This is an optimization exercise on Yosys and OpenROAD, whose aim is a short achievable clock period and few clock cycles, not a production implementation.
At most, simulation tests tie the RTL to the original design; equivalence was not proved.
The RTL of runs 1 and 2 was laid out without a check of its function.
No activity file was given, so power comes from the tool's default toggle rates.

<file path="design/flow/run.sh">
#!/bin/bash
# synth_recipe.tcl (not shown) runs the flow's synth.tcl, then flattens the netlist and writes it again
# the make line also repeats each setting of config.mk as NAME=value (left out here)
make -C /OpenROAD-flow-scripts/flow DESIGN_CONFIG=/design/flow/config.mk WORK_HOME=/design/flow/orfs CLKGATE_MAP_FILE= SYNTH_SCRIPT=/design/flow/synth_recipe.tcl finish
</file>
<file path="design/flow/constraint.sdc">
create_clock -name core_clock -period 8.0 [get_ports {CLK}]
set_input_delay 1.6000 -clock core_clock [delete_from_list [all_inputs] [get_ports {CLK}]]
set_output_delay 1.6000 -clock core_clock [all_outputs]
set_load 0.01 [all_outputs]
</file>
<file path="design/flow/design.v">
`timescale 1ns/1ps
module cacheWay (
    input  logic         CLK,
    input  logic         nRST,
    input  logic         we,
    input  logic [2:0]   wIndex,
    input  logic         wWord,
    input  logic [31:0]  wData,
    input  logic         fill,
    input  logic [2:0]   fIndex,
    input  logic [25:0]  fTag,
    input  logic         setDirty,
    input  logic         clrDirty,
    input  logic [2:0]   dIndex,
    output logic [7:0]   valid,
    output logic [7:0]   dirty,
    output logic [207:0] tags,        
    output logic [511:0] words        
);
    logic [25:0] tagMem [8];
    logic [31:0] dataMem [16];
    always_ff @(posedge CLK, negedge nRST) begin
        if (!nRST) begin
            valid <= '0;
            dirty <= '0;
        end else begin
            if (fill) begin
                valid[fIndex] <= 1'b1;
            end
            if (setDirty) begin
                dirty[dIndex] <= 1'b1;
            end else if (clrDirty) begin
                dirty[dIndex] <= 1'b0;
            end
        end
    end
    always_ff @(posedge CLK) begin
        if (we) begin
            dataMem[{wIndex, wWord}] <= wData;
        end
        if (fill) begin
            tagMem[fIndex] <= fTag;
        end
    end
    always_comb begin
        for (int s = 0; s < 8; s++) begin
            tags[s*26 +: 26] = tagMem[s];
        end
        for (int k = 0; k < 16; k++) begin
            words[k*32 +: 32] = dataMem[k];
        end
    end
endmodule
`timescale 1ns/1ps
module wayReplace (
    input  logic [15:0] mask,
    output logic        found,
    output logic [3:0]  frame       
);
    always_comb begin
        found = |mask;
        frame = 4'd0;
        for (int i = 15; i >= 0; i--) begin
            if (mask[i]) begin
                frame = 4'(i);
            end
        end
    end
endmodule
`timescale 1ns/1ps
`timescale 1ns/1ps
module dcache (
    input  logic        CLK,
    input  logic        nRST,
    input  logic        dp_readEn,
    input  logic        dp_writeEn,
    input  logic        dp_halt,
    input  logic [31:0] dp_addr,
    input  logic [31:0] dp_store,
    output logic        dp_dhit,
    output logic        dp_flushed,
    output logic [31:0] dp_load,
    output logic        mem_dREN,
    output logic        mem_dWEN,
    output logic [31:0] mem_addr,
    output logic [31:0] mem_store,
    input  logic        mem_dwait,
    input  logic [31:0] mem_load
);
    localparam logic [1:0] P_WB0 = 2'd0;
    localparam logic [1:0] P_WB1 = 2'd1;
    localparam logic [1:0] P_F1  = 2'd2;
    localparam logic [1:0] P_F2  = 2'd3;
    logic [7:0]   valid0, valid1, dirty0, dirty1;
    logic [207:0] tags0, tags1;
    logic [511:0] words0, words1;
    logic         we0, we1;
    logic [2:0]   wIndex;
    logic         wWord;
    logic [31:0]  wData;
    logic         fill0, fill1;
    logic         setDirty0, setDirty1, clrDirty0, clrDirty1;
    logic [7:0]   lru;                   
    logic        idle;                   
    logic        busy;                   
    logic        flushMode;
    logic        fPick;                  
    logic        dhitR;
    logic        flushedR;
    logic        drenR, dwenR;
    logic [1:0]  phase;
    logic [29:0] xAddr;                  
    logic [31:0] xData;
    logic [31:0] vWord1R;                
    logic [25:0] reqTag;
    logic [2:0]  idxR;
    logic        wordR;
    logic        writeR;
    logic [31:0] storeR;
    logic        hitR;
    logic        hitWayR;
    logic        vWayR;                  
    logic [25:0] vTagR;
    logic [31:0] loadR;
    logic [31:0] fData;
    logic        fDone;
    logic        fFirst;                 
    logic [2:0]  idx;
    logic [25:0] tag;
    logic        wsel;
    logic [7:0]  dec;
    logic [7:0]  e0, e1;                 
    logic [7:0]  vd;                     
    logic [25:0] vt [8];                 
    logic [31:0] vw0 [8], vw1 [8];       
    logic [31:0] ld [8];                 
    logic        req;
    logic        hit, hitWay, vDirty;
    logic [25:0] vTag;
    logic [31:0] vWord0, vWord1, ldSel;
    assign req = dp_readEn | dp_writeEn;
    assign idx = dp_addr[5:3];
    assign tag = dp_addr[31:6];
    assign wsel = dp_addr[2];
    always_comb begin
        for (int s = 0; s < 8; s++) begin
            dec[s] = (idx == 3'(s));
            e0[s] = valid0[s] & (tags0[s*26 +: 26] == tag);
            e1[s] = valid1[s] & (tags1[s*26 +: 26] == tag);
            vd[s] = lru[s] ? (valid1[s] & dirty1[s]) : (valid0[s] & dirty0[s]);
            vt[s] = lru[s] ? tags1[s*26 +: 26] : tags0[s*26 +: 26];
            vw0[s] = lru[s] ? words1[(2*s)*32 +: 32] : words0[(2*s)*32 +: 32];
            vw1[s] = lru[s] ? words1[(2*s+1)*32 +: 32] : words0[(2*s+1)*32 +: 32];
            if (e1[s] & ~e0[s]) begin
                ld[s] = wsel ? words1[(2*s+1)*32 +: 32] : words1[(2*s)*32 +: 32];
            end else begin
                ld[s] = wsel ? words0[(2*s+1)*32 +: 32] : words0[(2*s)*32 +: 32];
            end
        end
        hit = |(dec & (e0 | e1));
        hitWay = |(dec & e1 & ~e0);
        vDirty = |(dec & vd);
        vTag = '0;
        vWord0 = '0;
        vWord1 = '0;
        ldSel = '0;
        for (int s = 0; s < 8; s++) begin
            vTag = vTag | (vt[s] & {26{dec[s]}});
            vWord0 = vWord0 | (vw0[s] & {32{dec[s]}});
            vWord1 = vWord1 | (vw1[s] & {32{dec[s]}});
            ldSel = ldSel | (ld[s] & {32{dec[s]}});
        end
    end
    logic [15:0] dmask;
    logic [15:0] pickMask;
    logic        pFound;
    logic [3:0]  pFrame;
    logic        nFound;
    logic [3:0]  nFrame;
    assign dmask = {valid1 & dirty1, valid0 & dirty0};
    assign pickMask = dwenR ? (dmask & ~(16'd1 << {vWayR, idxR})) : dmask;
    wayReplace pick0 (
        .mask(pickMask),
        .found(pFound),
        .frame(pFrame)
    );
    logic [25:0] nTag;
    logic [31:0] nWord0, nWord1;
    assign nTag = nFrame[3] ? tags1[nFrame[2:0]*26 +: 26] : tags0[nFrame[2:0]*26 +: 26];
    assign nWord0 = nFrame[3] ? words1[{nFrame[2:0], 1'b0}*32 +: 32]
                              : words0[{nFrame[2:0], 1'b0}*32 +: 32];
    assign nWord1 = nFrame[3] ? words1[{nFrame[2:0], 1'b1}*32 +: 32]
                              : words0[{nFrame[2:0], 1'b1}*32 +: 32];
    logic xDone;
    logic flushNext;                     
    assign xDone = (drenR | dwenR) & ~mem_dwait;
    assign flushNext = fPick | (flushMode & xDone & (phase == P_WB1));
    always_ff @(posedge CLK, negedge nRST) begin
        if (!nRST) begin
            idle <= 1'b1;
            busy <= 1'b0;
            flushMode <= 1'b0;
            fPick <= 1'b0;
            dhitR <= 1'b0;
            flushedR <= 1'b0;
            drenR <= 1'b0;
            dwenR <= 1'b0;
            fDone <= 1'b0;
        end else begin
            fDone <= drenR & ~mem_dwait;
            fPick <= 1'b0;
            if (idle) begin
                if (dp_halt) begin
                    idle <= 1'b0;
                    flushMode <= 1'b1;
                    fPick <= 1'b1;
                end else if (req) begin
                    idle <= 1'b0;
                    busy <= 1'b1;
                    dhitR <= hit;
                    dwenR <= ~hit & vDirty;
                    drenR <= ~hit & ~vDirty;
                end
            end else if (busy && dhitR) begin
                busy <= 1'b0;
                idle <= 1'b1;
                dhitR <= 1'b0;
            end else if (flushNext) begin
                dwenR <= nFound;
                flushedR <= ~nFound;
            end else if (xDone) begin
                case (phase)
                    P_WB1: begin
                        dwenR <= 1'b0;
                        drenR <= 1'b1;
                    end
                    P_F2: begin
                        drenR <= 1'b0;
                        dhitR <= 1'b1;
                    end
                    default: ;
                endcase
            end
        end
    end
    always_ff @(posedge CLK) begin
        fData <= mem_load;
        fFirst <= (phase == P_F1);
        nFound <= pFound;
        nFrame <= pFrame;
        if (idle) begin
            reqTag <= tag;
            idxR <= idx;
            wordR <= wsel;
            writeR <= dp_writeEn;
            storeR <= dp_store;
            hitR <= hit;
            hitWayR <= hitWay;
            loadR <= ldSel;
            vWayR <= lru[idx];
            vTagR <= vTag;
            xAddr <= vDirty ? {vTag, idx, 1'b0} : {tag, idx, wsel};
            xData <= vWord0;
            vWord1R <= vWord1;
            phase <= vDirty ? P_WB0 : P_F1;
        end else if (flushNext) begin
            vWayR <= nFrame[3];
            idxR <= nFrame[2:0];
            vTagR <= nTag;
            xAddr <= {nTag, nFrame[2:0], 1'b0};
            xData <= nWord0;
            vWord1R <= nWord1;
            phase <= P_WB0;
        end else if (xDone) begin
            case (phase)
                P_WB0: begin
                    xAddr <= {vTagR, idxR, 1'b1};
                    xData <= vWord1R;
                    phase <= P_WB1;
                end
                P_WB1: begin
                    xAddr <= {reqTag, idxR, wordR};
                    phase <= P_F1;
                end
                P_F1: begin
                    xAddr <= {reqTag, idxR, ~wordR};
                    phase <= P_F2;
                end
                default: ;
            endcase
        end
        if (fDone && fFirst) begin
            loadR <= fData;
        end
    end
    logic storeHit;
    logic fillEnd;
    logic flushClr;
    assign storeHit = busy & dhitR & hitR & writeR;
    assign fillEnd = busy & dhitR & ~hitR;
    assign flushClr = flushMode & xDone & (phase == P_WB1);
    always_comb begin
        wIndex = idxR;
        if (fDone) begin
            wWord = fFirst ? wordR : ~wordR;
            wData = (fFirst && writeR) ? storeR : fData;
            we0 = ~vWayR;
            we1 = vWayR;
        end else begin
            wWord = wordR;
            wData = storeR;
            we0 = storeHit & ~hitWayR;
            we1 = storeHit & hitWayR;
        end
        fill0 = fillEnd & ~vWayR;
        fill1 = fillEnd & vWayR;
        setDirty0 = (storeHit & ~hitWayR) | (fillEnd & writeR & ~vWayR);
        setDirty1 = (storeHit & hitWayR) | (fillEnd & writeR & vWayR);
        clrDirty0 = (fillEnd & ~writeR & ~vWayR) | (flushClr & ~vWayR);
        clrDirty1 = (fillEnd & ~writeR & vWayR) | (flushClr & vWayR);
    end
    always_ff @(posedge CLK, negedge nRST) begin
        if (!nRST) begin
            lru <= '0;
        end else if (busy && dhitR) begin
            lru[idxR] <= hitR ? ~hitWayR : ~vWayR;
        end
    end
    cacheWay way0 (
        .CLK(CLK), .nRST(nRST),
        .we(we0), .wIndex(wIndex), .wWord(wWord), .wData(wData),
        .fill(fill0), .fIndex(idxR), .fTag(reqTag),
        .setDirty(setDirty0), .clrDirty(clrDirty0), .dIndex(idxR),
        .valid(valid0), .dirty(dirty0), .tags(tags0), .words(words0)
    );
    cacheWay way1 (
        .CLK(CLK), .nRST(nRST),
        .we(we1), .wIndex(wIndex), .wWord(wWord), .wData(wData),
        .fill(fill1), .fIndex(idxR), .fTag(reqTag),
        .setDirty(setDirty1), .clrDirty(clrDirty1), .dIndex(idxR),
        .valid(valid1), .dirty(dirty1), .tags(tags1), .words(words1)
    );
    assign dp_dhit = dhitR;
    assign dp_flushed = flushedR;
    assign dp_load = loadR;
    assign mem_dREN = drenR;
    assign mem_dWEN = dwenR;
    assign mem_addr = {xAddr, 2'b00};
    assign mem_store = xData;
endmodule
</file>
<file path="design/flow/config.mk">
export PLATFORM = sky130hd
export DESIGN_NAME = dcache
export DESIGN_NICKNAME = dcache
export VERILOG_FILES = /design/flow/design.v
export SDC_FILE = /design/flow/constraint.sdc
export NUM_CORES = 4
export LEC_CHECK = 0
export ABC_CLOCK_PERIOD_IN_PS = 2500
export CAP_MARGIN = 20
export CORE_MARGIN = 2
export CORE_UTILIZATION = 55
export SETUP_SLACK_MARGIN = 5
export SLEW_MARGIN = 20
</file>
==> reports/qor.csv, run 1 <==
metric,value,unit
status,no timing/DRC/antenna violations,
first-pass GRT wire length,558300,um
Hold Path Class,reg2reg,
WP data required,8580,ps
vias per cell,8.089,
row cnt,149,
Synth cell types,75,
Rel. slew slack,20.61,%
gr usage total,49.38,%
startpoint class of the critical path,primary input,
Avg WL per Cell,49.95,um
ANT nets after route,0,
IO Pins,202,
CTS tree,done,
"FF+latch count, synth",1747,
cells after synthesis,5852,
Yosys Warn Count,7,
CTS max path bufs,3,
"Hold Vio Cnt, Final",0,
number of global-route vias before repair,63420,
max_cap viols,0,
register share of total power,37.4,%
initial antenna violation count,29,
initial core utilization,55.53,%
"CTS clk-pin slew, worst paths",60,ps
Via Count,69460,
Placement Cell Area,97150,um^2
Crit. End Element,register,
share of the synthesized area in the top cell type,54.28,%
largest net degree at the start of global routing,95,
Leak,34.88,nW
Max Fanout on Critical Path,6,
DRC Markers,0,
1st-pass router iterations,10,
combinational fraction of design power,35.8,%
Hold Worst Slack,463.5,ps
largest cells by area after synthesis,"edfxtp_1 54%, mux4_2 17%, mux2i_1 7.6%",
post-detail-place hpwl,220300,um
"final std cell area, no fill",110100,um^2
"Avg Cell Area, Syn",15.69,um^2
Clock Skews,30.97,ps
port bufs,197,
ys async rst share,2.805,%
final worst slack,3287,ps
layout cells sized above 1,31.83,%
post-synth top area cell,edfxtp_1,
die area,170300,um^2
root buffer cell,clkbuf_16,
clk sink count,1747,
FF/Latch Area,51890,um^2
Placer Congestion,1.049,
pwr dens,301.7,nW/um^2
First DRT Iteration DRCs,15190,
DRT Wirelength,428900,um
Final Setup Violations,0,
Fmax,212.2,MHz
CTS H-tree depth,4,
footprint of the multi-input gates,40850,um^2
nets,6339,
Setup WS pre-CTS,1263,ps
total CTS buffers,185,
VDD IR max,273.7,uV
synthesized cell area,91830,um^2
fillcell total,11390,
"Slew Viols, Final",0,
core area,165400,um^2
post-synthesis sequential area ratio,56.45,%
RSZ-0062 raised after global routing,true,
Synth Flop Type,edfxtp_1,
number of synthesized flops with an enable pin,1660,
Synth top cells by count,"1,660 x edfxtp_1, 696 x mux2i_1, 684 x mux4_2, 328 x xnor2_1, 274 x o22ai_1",
Setup TNS,0,ps
Final period util,58.91,%
clock network fraction of total power,26.8,%
Worst-Skew Late Latency,860,ps
gr ovfl total,0,
Setup Crit Path Kind,in2reg,
die height,412.6,um
die width,412.6,um
WP data arrival,5290,ps
Synth-to-Final Area Change,19.89,%
sw frac,35.90,%
Int Pwr,21.29,mW
Worst-Margin Slew,1191,ps
"count leader, synth",edfxtp_1,
P_sw,11.92,mW
Final Critical Period,4713,ps
kinds of logic after synthesis:
family                   share of synthesized area [%]
multiplexers                                     25.49
AO/OA/AOI/OAI                                    6.758
other                                         0.004084
adder cells (fa/ha/maj)                         0.1635
XOR/XNOR                                         4.003
buffers and inverters                            2.518
flip-flops                                       56.45
AND/OR/NAND/NOR                                  4.617
state kept, by name, indices dropped and copies added, names as in the netlist, 8 cells and up, named ones only:
signal / count
vTagR: 26
way0.valid: 8
fData: 32
reqTag: 26
way1.tagMem: 208
xAddr: 30
storeR: 32
way0.dataMem: 512
loadR: 32
xData: 32
way0.tagMem: 208
vWord1R: 32
way1.valid: 8
lru: 8
way1.dataMem: 512
metal layers:
metal / up-vias / global-route usage (%) / part of all wire [%]
met3: 1502 / 26.38 / 20
met1: 35390 / 66.02 / 34
met5: - / 0 / 0.078
li1: 24960 / - / -
met4: 28 / 26.28 / 6.7
met2: 7578 / 64.43 / 39
cells in the final DEF (no fill, tap or decap), types with 31 or more instances in the layout:
cell type / instances
buf_4: 229
mux2i_1: 693
edfxtp_1: 1660
o21ai_0: 110
nor2_1: 94
nand3_1: 34
a211oi_1: 121
nor3_1: 42
clkdlybuf4s50_1: 67
mux2_2: 35
xnor2_4: 46
dfrtp_1: 39
clkbuf_16: 198
buf_12: 88
xnor2_2: 71
clkbuf_1: 36
nand4_1: 113
o22a_1: 55
nor4_1: 52
nor2b_1: 111
clkinv_1: 31
o22ai_2: 57
buf_6: 59
a22oi_1: 47
a21oi_1: 81
mux4_2: 698
a31oi_1: 43
xnor2_1: 213
xor2_1: 84
nor2_4: 53
dfxtp_1: 34
o22ai_1: 217
buf_16: 60
clkinv_2: 32
nand2_1: 172
buf_2: 101
worst paths after layout:
kind	start	end	slack, ps	cells past startpoint
min in group asynchronous	nRST	flushedR$_DFFE_PN0P_	860	2
min	nFound$_DFF_P_	flushedR$_DFFE_PN0P_	460	1
min reg2reg	nFound$_DFF_P_	flushedR$_DFFE_PN0P_	460	1
max reg2reg	way1.tagMem[5][19]$_DFFE_PP_	loadR[11]$_DFFE_PP_	3670	12
max	dp_addr[25]	loadR[11]$_DFFE_PP_	3290	14
max in group asynchronous	nRST	lru[7]$_DFFE_PN0P_	6610	2
stage by stage:
stage                     power [mW]  util, %  std cells
final                          33.21    66.58       8587
after global routing           33.62    66.55       8571
after CTS                      32.28    65.85       8510
after detailed placement       22.69    58.75       7924
after global placement         22.58    58.73       7923
after floorplan                18.67        -       5853
power by group through the flow:
stage	sequential, mW	clock, mW	combinational, mW
after floorplan	12.2	0	6.48
after global placement	12.8	0	9.81
after detailed placement	12.8	0	9.89
after CTS	12.4	8.88	11.0
after global routing	12.4	9.23	12.0
final	12.4	8.91	11.9
critical path: stages:
cell      delay, ps
buf_6           100
buf_12          120
xnor2_4         180
nand4_1         510
or4_4           700
a211oi_4        230
buf_12          160
buf_12          120
buf_16          180
mux4_2          560
a22o_1          260
a211oi_2        240
a21oi_1          80
o22a_1          210
final cells by class:
cell class                 count  area share (%)
clock inverter               108           1.019
sequential                  1747           47.13
timing repair buffer         669           7.577
clock buffer                 235           4.564
multi-input combinational   3608           37.11
tap                         2189           2.488
antenna                       17         0.03864
inverter                      14         0.07955
repair_timing:
action / CTS / global route
gates resized for setup: 1019 / 109
setup endpoints to repair: 1311 / 923
cloned: 57 / 7
hold buffers: 0 / 0
pin swaps: 115 / 39
buffers inserted: 186 / 53
==> inputs of run 2 (changes only) <==
--- a/design/flow/design.v
+++ b/design/flow/design.v
@@ -56,5 +56,6 @@
     input  logic [15:0] mask,
     output logic        found,
-    output logic [3:0]  frame       
+    output logic [3:0]  frame,      
+    output logic [15:0] onehot
 );
     always_comb begin
@@ -66,4 +67,5 @@
             end
         end
+        onehot = mask & ~(mask - 16'd1);
     end
 endmodule
@@ -134,9 +136,8 @@
     logic [25:0] vt [8];                 
     logic [31:0] vw0 [8], vw1 [8];       
-    logic [31:0] ld [8];                 
     logic        req;
     logic        hit, hitWay, vDirty;
     logic [25:0] vTag;
-    logic [31:0] vWord0, vWord1, ldSel;
+    logic [31:0] vWord0, vWord1, rd0, rd1;
     assign req = dp_readEn | dp_writeEn;
     assign idx = dp_addr[5:3];
@@ -152,9 +153,4 @@
             vw0[s] = lru[s] ? words1[(2*s)*32 +: 32] : words0[(2*s)*32 +: 32];
             vw1[s] = lru[s] ? words1[(2*s+1)*32 +: 32] : words0[(2*s+1)*32 +: 32];
-            if (e1[s] & ~e0[s]) begin
-                ld[s] = wsel ? words1[(2*s+1)*32 +: 32] : words1[(2*s)*32 +: 32];
-            end else begin
-                ld[s] = wsel ? words0[(2*s+1)*32 +: 32] : words0[(2*s)*32 +: 32];
-            end
         end
         hit = |(dec & (e0 | e1));
@@ -164,12 +160,12 @@
         vWord0 = '0;
         vWord1 = '0;
-        ldSel = '0;
         for (int s = 0; s < 8; s++) begin
             vTag = vTag | (vt[s] & {26{dec[s]}});
             vWord0 = vWord0 | (vw0[s] & {32{dec[s]}});
             vWord1 = vWord1 | (vw1[s] & {32{dec[s]}});
-            ldSel = ldSel | (ld[s] & {32{dec[s]}});
         end
     end
+    assign rd0 = words0[{idx, wsel}*32 +: 32];
+    assign rd1 = words1[{idx, wsel}*32 +: 32];
     logic [15:0] dmask;
     logic [15:0] pickMask;
@@ -178,4 +174,6 @@
     logic        nFound;
     logic [3:0]  nFrame;
+    logic [15:0] pOneHot;
+    logic [15:0] nOneHot;
     assign dmask = {valid1 & dirty1, valid0 & dirty0};
     assign pickMask = dwenR ? (dmask & ~(16'd1 << {vWayR, idxR})) : dmask;
@@ -183,13 +181,22 @@
         .mask(pickMask),
         .found(pFound),
-        .frame(pFrame)
+        .frame(pFrame),
+        .onehot(pOneHot)
     );
     logic [25:0] nTag;
     logic [31:0] nWord0, nWord1;
-    assign nTag = nFrame[3] ? tags1[nFrame[2:0]*26 +: 26] : tags0[nFrame[2:0]*26 +: 26];
-    assign nWord0 = nFrame[3] ? words1[{nFrame[2:0], 1'b0}*32 +: 32]
-                              : words0[{nFrame[2:0], 1'b0}*32 +: 32];
-    assign nWord1 = nFrame[3] ? words1[{nFrame[2:0], 1'b1}*32 +: 32]
-                              : words0[{nFrame[2:0], 1'b1}*32 +: 32];
+    always_comb begin
+        nTag = '0;
+        nWord0 = '0;
+        nWord1 = '0;
+        for (int s = 0; s < 8; s++) begin
+            nTag = nTag | (tags0[s*26 +: 26] & {26{nOneHot[s]}})
+                        | (tags1[s*26 +: 26] & {26{nOneHot[8+s]}});
+            nWord0 = nWord0 | (words0[(2*s)*32 +: 32] & {32{nOneHot[s]}})
+                            | (words1[(2*s)*32 +: 32] & {32{nOneHot[8+s]}});
+            nWord1 = nWord1 | (words0[(2*s+1)*32 +: 32] & {32{nOneHot[s]}})
+                            | (words1[(2*s+1)*32 +: 32] & {32{nOneHot[8+s]}});
+        end
+    end
     logic xDone;
     logic flushNext;                     
@@ -249,4 +256,5 @@
         nFound <= pFound;
         nFrame <= pFrame;
+        nOneHot <= pOneHot;
         if (idle) begin
             reqTag <= tag;
@@ -257,5 +265,5 @@
             hitR <= hit;
             hitWayR <= hitWay;
-            loadR <= ldSel;
+            loadR <= (|(dec & e1)) ? rd1 : rd0;
             vWayR <= lru[idx];
             vTagR <= vTag;
==> run 2 against run 1 <==
Largest cell class unchanged. Area after synthesis fell by 2.2%. Highest routed layer unchanged. Clock skew fell by 7.6 ps. Design area fell by 0.71%. Cell count rose by 13%. Maximum frequency rose by 7.8%. Global-route usage rose by 5.2 points. Register-to-register slack improved by 330 ps.
==> reports/qor.csv, run 2 <==
metric,value,unit,change
status,no timing/DRC/antenna violations,,unchanged
number of synthesized flops with an enable pin,1660,,unchanged
row cnt,148,,was 149
cells after synthesis,6950,,"was 5,852"
Placer Congestion,1.073,,was 1.049
"Slew Viols, Final",0,,unchanged
share of the synthesized area in the top cell type,55.48,%,was 54.28%
worst r2r path cells,13,,was 12
synthesized cell area,89860,um^2,"was 91,830 um^2"
die height,408.2,um,was 412.6 um
port bufs,197,,unchanged
total CTS buffers,185,,unchanged
Hold Crit Depth,1,,unchanged
WP data arrival,4940,ps,was 5290 ps
ANT nets after route,0,,unchanged
1st-pass router iterations,13,,was 10
First DRT Iteration DRCs,20040,,"was 15,190"
"Largest stage delay, worst path",500,ps,was 700 ps
IO Pins,202,,unchanged
root buffer cell,clkbuf_16,,unchanged
die area,166600,um^2,"was 170,300 um^2"
RSZ-0062 raised after global routing,true,,unchanged
gr ovfl total,0,,unchanged
gr usage total,54.56,%,was 49.38%
die width,408.2,um,was 412.6 um
post-synth top area cell,edfxtp_1,,unchanged
hold path startpoint,nFound$_DFF_P_,,unchanged
vias per cell,8.269,,was 8.089
first-pass GRT wire length,618200,um,"was 558,300 um"
Synth top cells by count,"1,660 x edfxtp_1, 1,110 x mux2i_1, 375 x clkbuf_1, 373 x a22oi_1, 347 x xnor2_1",,"was 1,660 x edfxtp_1, 696 x mux2i_1, 684 x mux4_2, 328 x xnor2_1, 274 x o22ai_1"
slowest CP cell,mux4_2,,was or4_4
Synth Flop Type,edfxtp_1,,unchanged
Clock Skews,23.34,ps,was 30.97 ps
clk sink count,1763,,"was 1,747"
Crit. End Element,register,,unchanged
"commonest non-fill, non-tap cell in the layout",edfxtp_1,,unchanged
layout cells sized above 1,20.59,%,was 31.83%
"CTS clk-pin slew, worst paths",60,ps,about the same
"critical path, cell by cell",buf_16 > xnor2_2 > buf_4 > nand4_1 > nor4_2 > a22oi_2 > nand4_4 > buf_12 > buf_12 > buf_16 > buf_16 > buf_16 > mux4_2 > a31oi_1 > a31oi_2,,was buf_6 > buf_12 > xnor2_4 > nand4_1 > or4_4 > a211oi_4 > buf_12 > buf_12 > buf_16 > mux4_2 > a22o_1 > a211oi_2 > a21oi_1 > o22a_1
Setup TNS,0,ps,unchanged
"Avg Cell Area, Syn",12.93,um^2,was 15.69 um^2
Yosys Warn Count,6,,was 7
Reg-to-Reg Start,way1.tagMem[1][23]$_DFFE_PP_,,was way1.tagMem[5][19]$_DFFE_PP_
core area,162600,um^2,"was 165,400 um^2"
largest registers,"way0.dataMem (512), way1.dataMem (512)",,unchanged
ys async rst share,2.779,%,was 2.805%
Final Critical Period,4373,ps,was 4713 ps
nets,7455,,"was 6,339"
CTS max path bufs,3,,unchanged
VDD IR max,233.9,uV,was 273.7 uV
"FF+latch count, synth",1763,,"was 1,747"
largest cells by area after synthesis,"edfxtp_1 55%, mux2i_1 12%, xnor2_1 3.4%",,"was edfxtp_1 54%, mux4_2 17%, mux2i_1 7.6%"
number of global-route vias before repair,72730,,"was 63,420"
initial antenna violation count,42,,was 29
Fmax,228.7,MHz,was 212.2 MHz
CTS tree,done,,unchanged
DRC Markers,0,,unchanged
pwr dens,233.0,nW/um^2,was 301.7 nW/um^2
Rel. slew slack,9.893,%,was 20.61%
WP data required,8570,ps,was 8580 ps
largest net degree at the start of global routing,125,,was 95
"count leader, synth",edfxtp_1,,unchanged
reg-to-reg endpoint,loadR[25]$_DFFE_PP_,,was loadR[11]$_DFFE_PP_
Via Count,80210,,"was 69,460"
post-detail-place hpwl,243300,um,"was 220,300 um"
Leak,34.07,nW,was 34.88 nW
DRT Wirelength,480900,um,"was 428,900 um"
R2R Setup Slk,4000,ps,was 3670 ps
initial core utilization,55.27,%,was 55.53%
fillcell total,11900,,"was 11,390"
most frequent cells in the layout,"1,660 x edfxtp_1, 1,081 x mux2i_1, 365 x a22oi_1",,"was 1,660 x edfxtp_1, 698 x mux4_2, 693 x mux2i_1"
Max Fanout on Critical Path,18,,was 6
startpoint class of the critical path,primary input,,unchanged
"most used cell, CP",buf_16,,was buf_12
Setup Crit Path Kind,in2reg,,unchanged
Worst-Skew Late Latency,860,ps,about the same
Final period util,54.66,%,was 58.91%
Worst Hold End,flushedR$_DFFE_PN0P_,,unchanged
Worst-Margin Slew,1352,ps,was 1191 ps
post-synthesis sequential area ratio,58.04,%,was 56.45%
Final Setup Violations,0,,unchanged
CTS H-tree depth,4,,unchanged
max_cap viols,0,,unchanged
Post-Place Cells,8942,,"was 7,924"
Synth cell types,70,,was 75
Hold Path Class,reg2reg,,unchanged
Avg WL per Cell,49.58,um,was 49.95 um
final core occ,67.23,%,was 66.58%
Synth-to-Final Area Change,21.65,%,was 19.89%
"Hold Vio Cnt, Final",0,,unchanged
final cell count without fillers,9700,,"was 8,587"
==> run 2: cell types whose count changed after synthesis, sizes merged, moves of 66 or more <==
cell / delta
o21ai: +114
a21oi: +98
a22oi: +307
nor2: +66
nor2b: -66
clkbuf: +117
a211oi: -72
mux2i: +414
nand3: +156
mux4: -658
a22o: +165
nand2: +95
a221oi: +193
==> run 2: worst max path at each step <==
stage / startpoint / endpoint / slack (ps) / cells past startpoint
6_report: dp_addr[29] / loadR[25]$_DFFE_PP_ / 3630 / 15
5_1_grt: dp_addr[24] / loadR[16]$_DFFE_PP_ / 3690 / 18
4_1_cts: dp_addr[5] / loadR[25]$_DFFE_PP_ / 3850 / 15
3_5_place_dp: dp_addr[7] / loadR[14]$_DFFE_PP_ / 1330 / 13
3_3_place_gp: dp_addr[29] / loadR[14]$_DFFE_PP_ / 1170 / 13
2_1_floorplan: dp_addr[3] / loadR[20]$_DFFE_PP_ / 3580 / 13
==> run 2: stage by stage <==
stage               setup slack (ps)  hold WS (ps)  cell area, um^2  power [mW]
finish                          3627         496.1           109300       25.47
global route                    3691         495.3           109300       25.68
CTS                             3845         463.4           105700       24.72
detailed placement              1325         452.4            94730       15.67
global placement                1168         453.5            94730       15.62
floorplan                       3583         406.8            90580       13.48
==> run 2: what timing repair did <==
item,CTS,global route
cloned,53,28
hold buffers,0,0
gates resized for setup,968,323
setup endpoints to repair,624,1043
pin swaps,104,105
setup buffers,167,140
==> run 2: cell families after synthesis <==
family	after synthesis	share of synthesized area, %
AO/OA/AOI/OAI	1798	14.13
XOR/XNOR	418	4.074
adder cells (fa/ha/maj)	11	0.1532
buffers and inverters	599	2.930
flip-flops	1763	58.04
multiplexers	1224	14.42
other	1	0.004173
AND/OR/NAND/NOR	1136	6.245
==> run 2: power breakdown <==
| part | switching, mW | internal [mW] | leakage [nW] | total, mW |
|---|---|---|---|---|
| combinational | 3.61 | 1.55 | 15.0 | 5.16 |
| clock | 3.86 | 5.22 | 3.04 | 9.08 |
| sequential | 0.373 | 10.9 | 16.0 | 11.2 |
==> run 2: worst max-delay path: cells and delay by family <==
kind                      cells  cell delay, ps
AOI/OAI and AO/OA             3             540
muxes                         1             500
and+or+nand+nor               3             900
buffers and inverters         7            1180
xor gates and xnor gates      1             130
==> run 2: area by class of cell <==
class | count | area (um^2) | area share, %
diodes | 30 | 75.07 | 0.06868
clock buffers | 230 | 4987 | 4.562
clock inverters | 110 | 1216 | 1.113
inverters | 18 | 101.3 | 0.09271
multi-input cells | 4595 | 38210 | 34.96
flip-flops and latches | 1763 | 52250 | 47.80
well taps | 2175 | 2721 | 2.490
repair buffers | 779 | 9744 | 8.914
==> run 2: per-layer routing <==
layer  up-vias  routed length [um]  track usage (%)
met4        70               40990            35.79
met1     38780              158300            69.00
met3      2658               98780            30.80
met2      9922              180900            70.29
li1      28780                   -                -
met5         -                1899            3.391
==> inputs of run 3 (changes only) <==
--- a/design/flow/design.v
+++ b/design/flow/design.v
@@ -114,5 +114,4 @@
     logic [29:0] xAddr;                  
     logic [31:0] xData;
-    logic [31:0] vWord1R;                
     logic [25:0] reqTag;
     logic [2:0]  idxR;
@@ -124,5 +123,5 @@
     logic        vWayR;                  
     logic [25:0] vTagR;
-    logic [31:0] loadR;
+    logic [31:0] load0R, load1R;         
     logic [31:0] fData;
     logic        fDone;
@@ -135,9 +134,9 @@
     logic [7:0]  vd;                     
     logic [25:0] vt [8];                 
-    logic [31:0] vw0 [8], vw1 [8];       
+    logic [31:0] vw0 [8];                
     logic        req;
-    logic        hit, hitWay, vDirty;
+    logic        h0, h1, hit, vDirty;
     logic [25:0] vTag;
-    logic [31:0] vWord0, vWord1, rd0, rd1;
+    logic [31:0] vWord0, rd0, rd1;
     assign req = dp_readEn | dp_writeEn;
     assign idx = dp_addr[5:3];
@@ -152,27 +151,27 @@
             vt[s] = lru[s] ? tags1[s*26 +: 26] : tags0[s*26 +: 26];
             vw0[s] = lru[s] ? words1[(2*s)*32 +: 32] : words0[(2*s)*32 +: 32];
-            vw1[s] = lru[s] ? words1[(2*s+1)*32 +: 32] : words0[(2*s+1)*32 +: 32];
         end
-        hit = |(dec & (e0 | e1));
-        hitWay = |(dec & e1 & ~e0);
+        h0 = |(dec & e0);
+        h1 = |(dec & e1);
+        hit = h0 | h1;
         vDirty = |(dec & vd);
         vTag = '0;
         vWord0 = '0;
-        vWord1 = '0;
         for (int s = 0; s < 8; s++) begin
             vTag = vTag | (vt[s] & {26{dec[s]}});
             vWord0 = vWord0 | (vw0[s] & {32{dec[s]}});
-            vWord1 = vWord1 | (vw1[s] & {32{dec[s]}});
         end
     end
     assign rd0 = words0[{idx, wsel}*32 +: 32];
     assign rd1 = words1[{idx, wsel}*32 +: 32];
+    logic [63:0] cur;
+    assign cur = vWayR ? words1[{idxR, 1'b0}*32 +: 64] : words0[{idxR, 1'b0}*32 +: 64];
     logic [15:0] dmask;
     logic [15:0] pickMask;
     logic        pFound;
     logic [3:0]  pFrame;
+    logic [15:0] pOneHot;
     logic        nFound;
     logic [3:0]  nFrame;
-    logic [15:0] pOneHot;
     logic [15:0] nOneHot;
     assign dmask = {valid1 & dirty1, valid0 & dirty0};
@@ -185,9 +184,8 @@
     );
     logic [25:0] nTag;
-    logic [31:0] nWord0, nWord1;
+    logic [31:0] nWord0;
     always_comb begin
         nTag = '0;
         nWord0 = '0;
-        nWord1 = '0;
         for (int s = 0; s < 8; s++) begin
             nTag = nTag | (tags0[s*26 +: 26] & {26{nOneHot[s]}})
@@ -195,12 +193,12 @@
             nWord0 = nWord0 | (words0[(2*s)*32 +: 32] & {32{nOneHot[s]}})
                             | (words1[(2*s)*32 +: 32] & {32{nOneHot[8+s]}});
-            nWord1 = nWord1 | (words0[(2*s+1)*32 +: 32] & {32{nOneHot[s]}})
-                            | (words1[(2*s+1)*32 +: 32] & {32{nOneHot[8+s]}});
         end
     end
     logic xDone;
     logic flushNext;                     
+    logic [1:0] nextPhase;
     assign xDone = (drenR | dwenR) & ~mem_dwait;
     assign flushNext = fPick | (flushMode & xDone & (phase == P_WB1));
+    assign nextPhase = xDone ? phase + 2'd1 : phase;
     always_ff @(posedge CLK, negedge nRST) begin
         if (!nRST) begin
@@ -252,52 +250,55 @@
     end
     always_ff @(posedge CLK) begin
-        fData <= mem_load;
-        fFirst <= (phase == P_F1);
-        nFound <= pFound;
-        nFrame <= pFrame;
-        nOneHot <= pOneHot;
         if (idle) begin
             reqTag <= tag;
-            idxR <= idx;
             wordR <= wsel;
             writeR <= dp_writeEn;
             storeR <= dp_store;
             hitR <= hit;
-            hitWayR <= hitWay;
-            loadR <= (|(dec & e1)) ? rd1 : rd0;
+            hitWayR <= h1;
+        end
+        if (idle) begin
+            idxR <= idx;
             vWayR <= lru[idx];
             vTagR <= vTag;
-            xAddr <= vDirty ? {vTag, idx, 1'b0} : {tag, idx, wsel};
-            xData <= vWord0;
-            vWord1R <= vWord1;
-            phase <= vDirty ? P_WB0 : P_F1;
         end else if (flushNext) begin
-            vWayR <= nFrame[3];
             idxR <= nFrame[2:0];
+            vWayR <= nFrame[3];
             vTagR <= nTag;
-            xAddr <= {nTag, nFrame[2:0], 1'b0};
-            xData <= nWord0;
-            vWord1R <= nWord1;
+        end
+        if (idle) begin
+            phase <= vDirty ? P_WB0 : P_F1;
+        end else if (flushNext) begin
             phase <= P_WB0;
-        end else if (xDone) begin
-            case (phase)
-                P_WB0: begin
-                    xAddr <= {vTagR, idxR, 1'b1};
-                    xData <= vWord1R;
-                    phase <= P_WB1;
-                end
-                P_WB1: begin
-                    xAddr <= {reqTag, idxR, wordR};
-                    phase <= P_F1;
-                end
-                P_F1: begin
-                    xAddr <= {reqTag, idxR, ~wordR};
-                    phase <= P_F2;
-                end
-                default: ;
-            endcase
+        end else begin
+            phase <= nextPhase;
         end
-        if (fDone && fFirst) begin
-            loadR <= fData;
+    end
+    always_ff @(posedge CLK) begin
+        fData <= mem_load;
+        fFirst <= (phase == P_F1);
+        nFound <= pFound;
+        nFrame <= pFrame;
+        nOneHot <= pOneHot;
+        if (idle) begin
+            xAddr <= vDirty ? {vTag, idx, 1'b0} : {tag, idx, wsel};
+            xData <= vWord0;
+            load0R <= rd0 & {32{h0}};
+            load1R <= rd1 & {32{h1}};
+        end else begin
+            if (flushNext) begin
+                xAddr <= {nTag, nFrame[2:0], 1'b0};
+                xData <= nWord0;
+            end else begin
+                case (nextPhase)
+                    P_WB0: xAddr <= {vTagR, idxR, 1'b0};
+                    P_WB1: xAddr <= {vTagR, idxR, 1'b1};
+                    P_F1:  xAddr <= {reqTag, idxR, wordR};
+                    P_F2:  xAddr <= {reqTag, idxR, ~wordR};
+                endcase
+                xData <= (nextPhase == P_WB1) ? cur[63:32] : cur[31:0];
+            end
+            load0R <= (fDone && fFirst) ? fData : (wordR ? cur[63:32] : cur[31:0]);
+            load1R <= '0;
         end
     end
@@ -351,5 +352,5 @@
     assign dp_dhit = dhitR;
     assign dp_flushed = flushedR;
-    assign dp_load = loadR;
+    assign dp_load = load0R | load1R;
     assign mem_dREN = drenR;
     assign mem_dWEN = dwenR;
==> run 3 against run 2 <==
Clock skew grew 1.6 ps. Sequential power is essentially flat. Via count shrank 6.9%. Still clean on timing, DRC and antenna. Global-route usage shrank 2.6 points. Routed wire length shrank 6.2%. Combinational power grew 78%. Critical endpoint is now load0R[0]$_DFF_P_. Die area grew 1.0%.
==> reports/qor.csv, run 3 <==
metric,value,unit,change
status,no timing/DRC/antenna violations,,unchanged
nets,6814,,"was 7,455"
post-synthesis sequential area ratio,56.04,%,was 58.04%
pwr dens,273.0,nW/um^2,was 233.0 nW/um^2
Max Fanout on Critical Path,5,,was 18
final worst slack,4613,ps,was 3627 ps
Rel. slew slack,12.87,%,was 9.893%
"Largest stage delay, worst path",510,ps,was 500 ps
port bufs,197,,unchanged
Fmax,295.3,MHz,was 228.7 MHz
clk sink count,1763,,unchanged
Setup WS pre-CTS,2218,ps,was 1325 ps
total CTS buffers,185,,unchanged
largest net degree at the start of global routing,94,,was 125
number of synthesized flops with an enable pin,1532,,"was 1,660"
Avg WL per Cell,49.70,um,was 49.58 um
Placer Congestion,1.115,,was 1.073
WP data arrival,4170,ps,was 4940 ps
vias per cell,8.225,,was 8.269
Setup Crit Path Kind,in2reg,,unchanged
Crit. End Element,register,,unchanged
WP data required,8780,ps,was 8570 ps
Synth cell types,83,,was 70
"critical path, cell by cell",buf_4 > buf_12 > xnor2_4 > nand4_1 > nor3_4 > a32oi_2 > nand4_4 > buf_12 > buf_12 > buf_16 > buf_4 > nand2_4 > a22oi_2,,was buf_16 > xnor2_2 > buf_4 > nand4_1 > nor4_2 > a22oi_2 > nand4_4 > buf_12 > buf_12 > buf_16 > buf_16 > buf_16 > mux4_2 > a31oi_1 > a31oi_2
Leak,36.33,nW,was 34.07 nW
Worst-Margin Slew,1307,ps,was 1352 ps
"FF+latch count, synth",1763,,unchanged
IO Pins,202,,unchanged
Yosys Warn Count,5,,was 6
number of global-route vias before repair,68240,,"was 72,730"
cells after synthesis,6404,,"was 6,950"
first-pass GRT wire length,587700,um,"was 618,200 um"
die width,410.3,um,was 408.2 um
post-synth top area cell,edfxtp_1,,unchanged
Worst-Skew Late Latency,850,ps,was 860 ps
CTS tree,done,,unchanged
Final period util,42.34,%,was 54.66%
max_cap viols,0,,unchanged
ANT nets after route,0,,unchanged
"Hold-fix buffers, CTS",0,,unchanged
share of the synthesized area in the top cell type,50.68,%,was 55.48%
die area,168300,um^2,"was 166,600 um^2"
layout cells sized above 1,27.98,%,was 20.59%
initial antenna violation count,26,,was 42
post-detail-place hpwl,243700,um,"was 243,300 um"
"most used cell, CP",buf_12,,was buf_16
row cnt,149,,was 148
overall power,29.81,mW,was 25.47 mW
RSZ-0062 raised after global routing,true,,unchanged
First DRT Iteration DRCs,17280,,"was 20,040"
core area,164400,um^2,"was 162,600 um^2"
most frequent cells in the layout,"1,532 x edfxtp_1, 775 x mux2i_1, 449 x mux4_2",,"was 1,660 x edfxtp_1, 1,081 x mux2i_1, 365 x a22oi_1"
Final Critical Period,3387,ps,was 4373 ps
DRT Wirelength,451100,um,"was 480,900 um"
startpoint class of the critical path,primary input,,unchanged
DRC Markers,0,,unchanged
1st-pass router iterations,13,,unchanged
largest registers,"way0.dataMem (512), way1.dataMem (512)",,unchanged
Final Setup Violations,0,,unchanged
Via Count,74660,,"was 80,210"
Synth-to-Final Area Change,20.28,%,was 21.65%
initial core utilization,55.21,%,was 55.27%
slowest CP cell,nand4_1,,was mux4_2
Setup TNS,0,ps,unchanged
Synth Flop Type,edfxtp_1,,unchanged
"Hold Vio Cnt, Final",0,,unchanged
"count leader, synth",edfxtp_1,,unchanged
ys async rst share,2.779,%,unchanged
FF/Latch Area,51000,um^2,"was 52,250 um^2"
"commonest non-fill, non-tap cell in the layout",edfxtp_1,,unchanged
"CTS clk-pin slew, worst paths",60,ps,about the same
Synth top cells by count,"1,532 x edfxtp_1, 778 x mux2i_1, 449 x mux4_2, 413 x xnor2_1, 290 x a22oi_1",,"was 1,660 x edfxtp_1, 1,110 x mux2i_1, 375 x clkbuf_1, 373 x a22oi_1, 347 x xnor2_1"
"Slew Viols, Final",0,,unchanged
gr ovfl total,0,,unchanged
footprint of the multi-input gates,40760,um^2,"was 38,210 um^2"
"Avg Cell Area, Syn",14.17,um^2,was 12.93 um^2
root buffer cell,clkbuf_16,,unchanged
largest cells by area after synthesis,"edfxtp_1 51%, mux4_2 11%, mux2i_1 8.6%",,"was edfxtp_1 55%, mux2i_1 12%, xnor2_1 3.4%"
synthesized cell area,90780,um^2,"was 89,860 um^2"
gr usage total,51.92,%,was 54.56%
R2R Setup Slk,4860,ps,was 4000 ps
die height,410.3,um,was 408.2 um
Clock Skews,24.93,ps,was 23.34 ps
CTS max path bufs,3,,unchanged
VDD IR max,257.1,uV,was 233.9 uV
CTS H-tree depth,4,,unchanged
Hold Path Class,reg2reg,,unchanged
fillcell total,11760,,"was 11,900"
[run 3: logic make-up after synthesis]
group / Yosys count / synth area share (%)
flip-flops: 1763 / 56.04
adder cells (fa/ha/maj): 9 / 0.1241
other: 1 / 0.004131
buffers and inverters: 563 / 3.074
AND/OR/NAND/NOR: 1015 / 5.659
AO/OA/AOI/OAI: 1325 / 10.31
multiplexers: 1308 / 20.73
XOR/XNOR: 420 / 4.052
[run 3: worst paths after layout]
kind,endpoint,from,cells past startpoint
setup reg to reg,xData[18]$_DFF_P_,nOneHot[3]$_DFF_P_,6
min in group asynchronous,async pin,nRST,2
setup / recovery,load0R[0]$_DFF_P_,dp_addr[20],13
hold reg to reg,flushedR$_DFFE_PN0P_,nFound$_DFF_P_,1
max in group asynchronous,lru[5]$_DFFE_PN0P_,nRST,2
hold / removal,flushedR$_DFFE_PN0P_,nFound$_DFF_P_,1
[run 3: final cells by class]
type / instances / share of cell area, %
flip-flops and latches: 1763 / 46.71
clock buffers: 255 / 4.719
repair buffers: 642 / 7.485
diodes: 22 / 0.05042
clock inverters: 95 / 1.082
inverters: 26 / 0.1066
multi-input cells: 4085 / 37.34
well taps: 2189 / 2.509
[run 3: repair_timing]
action                                 4_1_cts  5_1_grt
resized for setup                         1181      180
setup buffers                              154       45
cloned                                      44       17
endpoints found under the hold margin        0        0
pin swaps                                  123       85
setup endpoints to repair                 1761     1109
[run 3: critical path: cells and delay by family]
family	cells	cell delay, ps
buffers and inverters	6	860
and+or+nand+nor	4	1060
xor gates and xnor gates	1	360
AOI/OAI and AO/OA	2	250
[run 3: power by group]
group | total, mW | internal, mW | switching (mW)
Combinational | 9.19 | 3.55 | 5.64
Sequential | 11.5 | 10.8 | 0.721
Clock | 9.13 | 5.24 | 3.89
Total | 29.8 | 19.6 | 10.2
[run 3: per-stage QoR]
step / std cells / instance area, um^2 / util, % / hold WS [ps]
after floorplan: 6405 / 92260 / - / 421.5
after global placement: 8443 / 95260 / 57.93 / 460.5
after detailed placement: 8445 / 95300 / 57.96 / 465.7
after CTS: 8993 / 107600 / 65.43 / 478.2
after global routing: 9062 / 109100 / 66.38 / 537.1
final: 9077 / 109200 / 66.40 / 509.9
[run 3: routing by layer]
metal | share of wire, % | vias up | wire [um] | GRT usage [%]
li1 | - | 26550 | - | -
met5 | 0.26 | - | 1182 | 2.040
met1 | 34 | 37000 | 152700 | 67.72
met2 | 38 | 9002 | 171300 | 65.58
met3 | 21 | 2071 | 93490 | 31.77
met4 | 7.2 | 38 | 32440 | 28.57
Testbench counts of run 3, summed over its fixed seeds: cycles 44,326.
==> inputs of run 4 (changes only) <==
--- a/design/flow/design.v
+++ b/design/flow/design.v
@@ -119,5 +119,5 @@
     logic        writeR;
     logic [31:0] storeR;
-    logic        hitR;
+    logic        chkR;                   
     logic        hitWayR;
     logic        vWayR;                  
@@ -212,7 +212,9 @@
             dwenR <= 1'b0;
             fDone <= 1'b0;
+            chkR <= 1'b0;
         end else begin
             fDone <= drenR & ~mem_dwait;
             fPick <= 1'b0;
+            chkR <= idle & req & ~dp_halt;
             if (idle) begin
                 if (dp_halt) begin
@@ -255,5 +257,4 @@
             writeR <= dp_writeEn;
             storeR <= dp_store;
-            hitR <= hit;
             hitWayR <= h1;
         end
@@ -306,6 +307,6 @@
     logic fillEnd;
     logic flushClr;
-    assign storeHit = busy & dhitR & hitR & writeR;
-    assign fillEnd = busy & dhitR & ~hitR;
+    assign storeHit = chkR & dhitR & writeR;
+    assign fillEnd = busy & dhitR & ~chkR;
     assign flushClr = flushMode & xDone & (phase == P_WB1);
     always_comb begin
@@ -333,5 +334,5 @@
             lru <= '0;
         end else if (busy && dhitR) begin
-            lru[idxR] <= hitR ? ~hitWayR : ~vWayR;
+            lru[idxR] <= chkR ? ~hitWayR : ~vWayR;
         end
     end
==> run 4 against run 3 <==
Flip-flop and latch count unchanged. Register-to-register slack got worse by 90 ps. Cell count increased by 3.5%. Clock power increased by 0.8%. Critical path depth unchanged. Critical path type unchanged. Largest cell class unchanged. Largest power group is now combinational logic.
==> reports/qor.csv, run 4 <==
metric,value,unit,change
gr ovfl total,0,,unchanged
ANT nets after route,0,,unchanged
DRT Wirelength,480800,um,"was 451,100 um"
Synth Flop Type,edfxtp_1,,unchanged
Setup Crit Path Kind,in2reg,,unchanged
pwr dens,329.1,nW/um^2,was 273.0 nW/um^2
CTS max path bufs,3,,unchanged
CTS H-tree depth,4,,unchanged
cells after synthesis,6555,,"was 6,404"
FF/Latch Area,51020,um^2,"was 51,000 um^2"
worst r2r path cells,5,,was 6
nets,7092,,"was 6,814"
Hold Path Class,reg2reg,,unchanged
Clock Skews,51.00,ps,was 24.93 ps
Avg WL per Cell,51.20,um,was 49.70 um
Worst-Margin Slew,1295,ps,was 1307 ps
initial antenna violation count,41,,was 26
gr usage total,54.91,%,was 51.92%
hold path startpoint,nFound$_DFF_P_,,unchanged
largest registers,"way0.dataMem (512), way1.dataMem (512)",,unchanged
status,no timing/DRC/antenna violations,,unchanged
"Avg Cell Area, Syn",13.92,um^2,was 14.17 um^2
"count leader, synth",edfxtp_1,,unchanged
Int Pwr,22.36,mW,was 19.56 mW
largest cells by area after synthesis,"edfxtp_1 50%, mux4_2 11%, mux2i_1 8.5%",,"was edfxtp_1 51%, mux4_2 11%, mux2i_1 8.6%"
Synth top cells by count,"1,531 x edfxtp_1, 776 x mux2i_1, 436 x mux4_2, 420 x xnor2_1, 263 x o22ai_1",,"was 1,532 x edfxtp_1, 778 x mux2i_1, 449 x mux4_2, 413 x xnor2_1, 290 x a22oi_1"
die height,411.3,um,was 410.3 um
Crit. Startpoint,dp_addr[5],,was dp_addr[20]
clk sink count,1763,,unchanged
row cnt,149,,unchanged
WP data required,8690,ps,was 8780 ps
reg-to-reg endpoint,vTagR[20]$_DFFE_PP_,,was xData[18]$_DFF_P_
post-synth top area cell,edfxtp_1,,unchanged
root buffer cell,clkbuf_16,,unchanged
Placer Congestion,1.143,,was 1.115
"commonest non-fill, non-tap cell in the layout",edfxtp_1,,unchanged
First DRT Iteration DRCs,18840,,"was 17,280"
Setup TNS,0,ps,unchanged
synthesized cell area,91260,um^2,"was 90,780 um^2"
largest net degree at the start of global routing,97,,was 94
"Slew Viols, Final",0,,unchanged
Yosys Warn Count,5,,unchanged
R2R Setup Slk,4770,ps,was 4860 ps
Final period util,40.73,%,was 42.34%
number of global-route vias before repair,72010,,"was 68,240"
WP data arrival,3950,ps,was 4170 ps
fillcell total,11120,,"was 11,760"
IO Pins,202,,unchanged
CTS tree,done,,unchanged
share of the synthesized area in the top cell type,50.38,%,was 50.68%
die width,411.3,um,was 410.3 um
core area,164800,um^2,"was 164,400 um^2"
max_cap viols,0,,unchanged
Reg-to-Reg Start,nOneHot[6]$_DFF_P_,,was nOneHot[3]$_DFF_P_
die area,169200,um^2,"was 168,300 um^2"
Worst-Skew Late Latency,880,ps,was 850 ps
ys async rst share,2.836,%,was 2.779%
combinational fraction of design power,40.6,%,was 30.8%
startpoint class of the critical path,primary input,,unchanged
"Hold Vio Cnt, Final",0,,unchanged
P_sw,14.99,mW,was 10.25 mW
Fmax,306.9,MHz,was 295.3 MHz
"CTS clk-pin slew, worst paths",60,ps,about the same
clock network fraction of total power,24.6,%,was 30.6%
Synth-to-Final Area Change,24.35,%,was 20.28%
total CTS buffers,182,,was 185
Crit. End Element,register,,unchanged
VDD IR max,336.4,uV,was 257.1 uV
layout cells sized above 1,30.36,%,was 27.98%
vias per cell,8.445,,was 8.225
Hold Worst Slack,440.1,ps,was 509.9 ps
DRC Markers,0,,unchanged
Hold Crit Depth,1,,unchanged
Placement Cell Area,96370,um^2,"was 95,300 um^2"
1st-pass router iterations,17,,was 13
initial core utilization,55.37,%,was 55.21%
Rel. slew slack,13.70,%,was 12.87%
Max Fanout on Critical Path,6,,was 5
sw frac,40.14,%,was 34.37%
Via Count,79310,,"was 74,660"
most frequent cells in the layout,"1,531 x edfxtp_1, 776 x mux2i_1, 436 x mux4_2",,"was 1,532 x edfxtp_1, 775 x mux2i_1, 449 x mux4_2"
first-pass GRT wire length,622300,um,"was 587,700 um"
number of synthesized flops with an enable pin,1531,,"was 1,532"
RSZ-0062 raised after global routing,true,,unchanged
"FF+latch count, synth",1763,,unchanged
Final Critical Period,3258,ps,was 3387 ps
port bufs,197,,unchanged
register share of total power,34.7,%,was 38.6%
Final Setup Violations,0,,unchanged
Worst Hold End,flushedR$_DFFE_PN0P_,,unchanged
post-synthesis sequential area ratio,55.74,%,was 56.04%
"final std cell area, no fill",113500,um^2,"was 109,200 um^2"
post-detail-place hpwl,272700,um,"was 243,700 um"
Leak,38.51,nW,was 36.33 nW
footprint of the multi-input gates,43910,um^2,"was 40,760 um^2"
Synth cell types,80,,was 83
run 4: worst max-delay path by stage:
stage | to | cells past startpoint
global route | xAddr[21]$_DFF_P_ | 7
detailed placement | load0R[20]$_DFF_P_ | 9
finish | load0R[23]$_DFF_P_ | 13
global placement | load0R[20]$_DFF_P_ | 9
floorplan | way0.tagMem[0][0]$_DFFE_PP_ | 9
CTS | dp_load[30] | 2
run 4: cells by family (layout without fill, tap and decap cells):
| group | after synthesis | in the layout | share of synthesized area [%] |
|---|---|---|---|
| and+or+nand+nor | 1145 | 1151 | 6.433 |
| muxes | 1280 | 1281 | 20.11 |
| DFF | 1763 | 1763 | 55.74 |
| adders and majority gates | 9 | 9 | 0.1234 |
| other | 1 | 62 | 0.004109 |
| xor gates and xnor gates | 422 | 422 | 4.050 |
| AOI/OAI and AO/OA | 1383 | 1383 | 10.67 |
| buffers and inverters | 552 | 1131 | 2.867 |
run 4: power by group through the flow:
stage	clock network (mW)	registers (mW)	logic, mW
after global routing	9.45	12.9	15.1
final	9.20	13.0	15.2
after CTS	9.11	12.8	13.5
after global placement	0	13.1	12.0
after floorplan	0	12.0	7.99
after detailed placement	0	13.1	12.1
run 4: layer usage:
| metal | share of wire, % | track usage, % | routed length, um | up-vias |
|---|---|---|---|---|
| met4 | 11 | 42.72 | 52190 | 48 |
| met5 | 0.26 | 2.431 | 1239 | - |
| li1 | - | - | - | 27660 |
| met3 | 19 | 30.27 | 91120 | 3212 |
| met1 | 31 | 65.18 | 148300 | 38330 |
| met2 | 39 | 73.27 | 188000 | 10050 |
run 4: per-stage QoR:
step	worst slack [ps]	cells	power, mW	utilization, %
2_1_floorplan	4608	6556	20.03	-
3_5_place_dp	2165	8618	25.17	58.48
6_report	4742	9391	37.35	68.86
3_3_place_gp	2154	8614	25.03	58.42
4_1_cts	4792	9265	35.44	67.79
5_1_grt	4780	9337	37.46	68.77
run 4: area by class of cell:
cell class	count	area share, %
Antenna cell	60	0.1323
Clock buffer	240	4.376
Clock inverter	105	1.229
Inverter	19	0.08710
Multi-Input combinational cell	4248	38.70
Sequential cell	1763	44.96
Tap cell	2189	2.414
Timing Repair Buffer	767	8.099
run 4: what timing repair did:
item / CTS / global route
gates cloned: 37 / 18
gates resized for setup: 1434 / 200
pin swaps: 188 / 77
buffers inserted: 265 / 48
hold buffers: 0 / 0
endpoints found under the setup margin: 1642 / 437
run 4: critical path: stages:
cell       delay (ps)
clkbuf_16         160
buf_12            150
buf_16            170
nor3b_4           190
buf_4             160
buf_6             120
nand3_2            70
nor2_1             60
nand4_1           140
nand4_1           440
nor2_2            330
buf_8             230
o22ai_2            80
Testbench counts of run 4, summed over its fixed seeds: cycles 44,326.
==> inputs of run 5 (changes only) <==
--- a/design/flow/config.mk
+++ b/design/flow/config.mk
@@ -10,4 +10,5 @@
 export CORE_MARGIN = 2
 export CORE_UTILIZATION = 55
+export PLACE_DENSITY = 0.7
 export SETUP_SLACK_MARGIN = 5
 export SLEW_MARGIN = 20
==> run 5 against run 4 <==
First-iteration DRC count decreased by 5.3%. Clock power about the same. Sequential power about the same. Still clean on timing, DRC and antenna. Synthesized cell count did not move. Design area is essentially flat. Die area unchanged. Largest cell class unchanged. Largest power group unchanged. Cell count down 0.44%. Clock skew decreased by 1.7 ps. Critical endpoint is now xAddr[9]$_DFF_P_. Critical path type is now reg2reg.
==> reports/qor.csv, run 5 <==
metric,value,unit,change
Worst Hold End,flushedR$_DFFE_PN0P_,,unchanged
Leak,38.62,nW,was 38.51 nW
WP data required,8790,ps,was 8690 ps
Final Setup Violations,0,,unchanged
Synth top cells by count,"1,531 x edfxtp_1, 776 x mux2i_1, 436 x mux4_2, 420 x xnor2_1, 263 x o22ai_1",,unchanged
Placer Congestion,1.148,,was 1.143
pwr dens,323.3,nW/um^2,was 329.1 nW/um^2
layout cells sized above 1,30.24,%,was 30.36%
worst r2r path cells,6,,was 5
number of global-route vias before repair,71610,,"was 72,010"
hold path startpoint,nFound$_DFF_P_,,unchanged
FF/Latch Area,51000,um^2,"was 51,020 um^2"
"FF+latch count, synth",1763,,unchanged
Reg-to-Reg Start,nOneHot[2]$_DFF_P_,,was nOneHot[6]$_DFF_P_
fillcell total,11130,,"was 11,120"
Setup Crit Path Kind,reg2reg,,was in2reg
Crit. Startpoint,nOneHot[2]$_DFF_P_,,was dp_addr[5]
"commonest non-fill, non-tap cell in the layout",edfxtp_1,,unchanged
die height,411.3,um,unchanged
post-synthesis xor/xnor area fraction,4.050,%,unchanged
clk sink count,1763,,unchanged
R2R Setup Slk,4680,ps,was 4770 ps
First DRT Iteration DRCs,17840,,"was 18,840"
row cnt,149,,unchanged
Max Fanout on Critical Path,36,,was 6
gr ovfl total,0,,unchanged
1st-pass router iterations,22,,was 17
share of the synthesized area in the top cell type,50.38,%,unchanged
nets,7082,,"was 7,092"
largest registers,"way0.dataMem (512), way1.dataMem (512)",,unchanged
Via Count,77950,,"was 79,310"
first-pass GRT wire length,615000,um,"was 622,300 um"
Synth Flop Type,edfxtp_1,,unchanged
"count leader, synth",edfxtp_1,,unchanged
post-synth top area cell,edfxtp_1,,unchanged
largest net degree at the start of global routing,117,,was 97
"Slew Viols, Final",0,,unchanged
port bufs,197,,unchanged
mux cell area share after synthesis,20.11,%,unchanged
Hold Path Class,reg2reg,,unchanged
post-synthesis sequential area ratio,55.74,%,unchanged
ys async rst share,2.836,%,unchanged
Compound-Gate Fraction of Synth Area,10.67,%,unchanged
most frequent cells in the layout,"1,531 x edfxtp_1, 775 x mux2i_1, 436 x mux4_2",,"was 1,531 x edfxtp_1, 776 x mux2i_1, 436 x mux4_2"
CTS H-tree depth,4,,unchanged
cells after synthesis,6555,,unchanged
core area,164800,um^2,unchanged
number of synthesized flops with an enable pin,1531,,unchanged
die width,411.3,um,unchanged
IO Pins,202,,unchanged
Hold Worst Slack,488.1,ps,was 440.1 ps
ANT nets after route,0,,unchanged
max_cap viols,0,,unchanged
Hold Crit Depth,1,,unchanged
gr usage total,54.09,%,was 54.91%
largest cells by area after synthesis,"edfxtp_1 50%, mux4_2 11%, mux2i_1 8.5%",,unchanged
Rel. slew slack,14.06,%,was 13.70%
status,no timing/DRC/antenna violations,,unchanged
CTS max path bufs,3,,unchanged
vias per cell,8.336,,was 8.445
Final Critical Period,3324,ps,was 3258 ps
synthesized cell area,91260,um^2,unchanged
footprint of the multi-input gates,43870,um^2,"was 43,910 um^2"
root buffer cell,clkbuf_16,,unchanged
Setup TNS,0,ps,unchanged
WP data arrival,4110,ps,was 3950 ps
Avg WL per Cell,50.30,um,was 51.20 um
Clock Skews,49.27,ps,was 51.00 ps
initial antenna violation count,30,,was 41
"Hold Vio Cnt, Final",0,,unchanged
"CTS clk-pin slew, worst paths",60,ps,about the same
post-detail-place hpwl,273700,um,"was 272,700 um"
Final period util,41.55,%,was 40.73%
"Avg Cell Area, Syn",13.92,um^2,unchanged
Synth-to-Final Area Change,24.43,%,was 24.35%
Synth cell types,80,,unchanged
DRT Wirelength,470300,um,"was 480,800 um"
Worst-Skew Late Latency,900,ps,was 880 ps
die area,169200,um^2,unchanged
Fmax,300.8,MHz,was 306.9 MHz
RSZ-0062 raised after global routing,true,,unchanged
Crit. End Element,register,,unchanged
initial core utilization,55.37,%,unchanged
simple-gate area share of the yosys netlist,6.433,%,unchanged
total CTS buffers,189,,was 182
Synth Area in Adders,0.1234,%,unchanged
largest family of logic cells by synthesized area,multiplexers,,unchanged
Yosys Warn Count,5,,unchanged
startpoint class of the critical path,register,,was primary input
VDD IR max,416.5,uV,was 336.4 uV
CTS tree,done,,unchanged
Worst-Margin Slew,1289,ps,was 1295 ps
DRC Markers,0,,unchanged
reg-to-reg endpoint,xAddr[9]$_DFF_P_,,was vTagR[20]$_DFFE_PP_
==> run 5: cell counts after synthesis <==
No cell type changed its count.
==> run 5: per-stage QoR <==
stage	total power, mW	setup WS [ps]	area (um^2)	std cells	util, %
floorplan	20.03	4608	93040	6556	-
global placement	25.14	2010	96350	8624	58.46
detailed placement	25.27	2172	96370	8626	58.48
CTS	35.41	4790	111200	9221	67.45
global route	36.91	4803	113500	9327	68.86
finish	36.71	4676	113500	9350	68.90
==> run 5: cells by family (layout without fill, tap and decap cells) <==
logic type	after synthesis	count (layout)
DFF	1763	1763
AOI/OAI and AO/OA	1383	1383
muxes	1280	1280
and+or+nand+nor	1145	1150
buffers and inverters	552	1128
xor gates and xnor gates	422	422
adders and majority gates	9	9
other	1	26
==> run 5: what timing repair did <==
item	in CTS	in global routing
cloned	50	16
setup buffers	188	89
setup endpoints to repair	2231	1784
pin swaps	150	79
gates resized for setup	1333	242
hold buffers	0	0
==> run 5: worst max-delay path by stage <==
stage                                             end  slack, ps  cells after the start
after floorplan           way0.tagMem[0][0]$_DFFE_PP_       4610                      9
after global placement              hitWayR$_DFFE_PP_       2010                      9
after detailed placement            hitWayR$_DFFE_PP_       2170                      9
after CTS                                  dp_load[0]       4790                      2
after global routing                      dp_load[13]       4800                      2
final                                xAddr[9]$_DFF_P_       4680                      6
==> run 5: where the power goes <==
part,switching (mW),leakage [nW],internal (mW),total [mW]
registers,1.22,15.9,11.4,12.7
clock network,3.96,3.16,5.25,9.22
logic,9.34,19.6,5.49,14.8
==> run 5: final cells by class <==
cell class | instances | area share [%]
sequential | 1763 | 44.91
multi-input combinational | 4246 | 38.64
timing repair buffer | 752 | 8.198
clock buffer | 247 | 4.563
tap | 2189 | 2.412
clock inverter | 110 | 1.126
inverter | 19 | 0.09587
antenna | 24 | 0.05289
==> run 5: metal layers <==
metal / share of wire (%) / up-vias / global-route usage (%)
li1: - / 27570 / -
met1: 32 / 37870 / 65.88
met2: 39 / 9592 / 71.35
met3: 19 / 2878 / 30.02
met4: 10 / 36 / 40.10
met5: 0.11 / - / 0.1413
==> run 5: critical path, stage by stage (launching register included) <==
cell and delay [ps]:
dfxtp_4 1190, buf_4 720, a22oi_1 240, nand3_1 130, o21ai_0 140, o22ai_1 430, a311o_1 330

afterwards: timing with drivers on the ports:
The flow's constraints put no driver on any port. The routed layouts listed below were extracted and timed again, unchanged, in two steps. Step 1: set_driving_cell puts a clkbuf_16 on CLK and a buf_2 on each other input, an assumption about the parent block. Step 2 times the ports against the registers' clock, not the clock port: input delays grow and output delays shrink by t, the midpoint of the rising clock arrivals with the driver on. Three values: ideal, step 1, step 2; two values: the first two.
run	t (ns)	setup WS [ns]	latest minus earliest clock arrival (ns)	worst register clock-pin slew, ns	worst data-port slew with drivers (ns)
run 1	0.940	3.287 / 3.325 / 2.385	0.031 / 0.031	0.07 / 0.07	0.34
run 2	0.944	3.627 / 3.392 / 2.448	0.026 / 0.026	0.07 / 0.07	0.46
run 3	0.936	4.613 / 4.582 / 3.646	0.032 / 0.032	0.07 / 0.07	0.38
run 4	0.951	4.742 / 4.360 / 3.409	0.056 / 0.056	0.08 / 0.08	0.52
run 5	0.968	4.676 / 4.373 / 3.404	0.051 / 0.051	0.07 / 0.07	0.52
After both steps setup and hold are still met in every run listed. The setup slack of run 4, which loses most, moves by -0.382 ns with the drivers and by -1.333 ns with both steps.
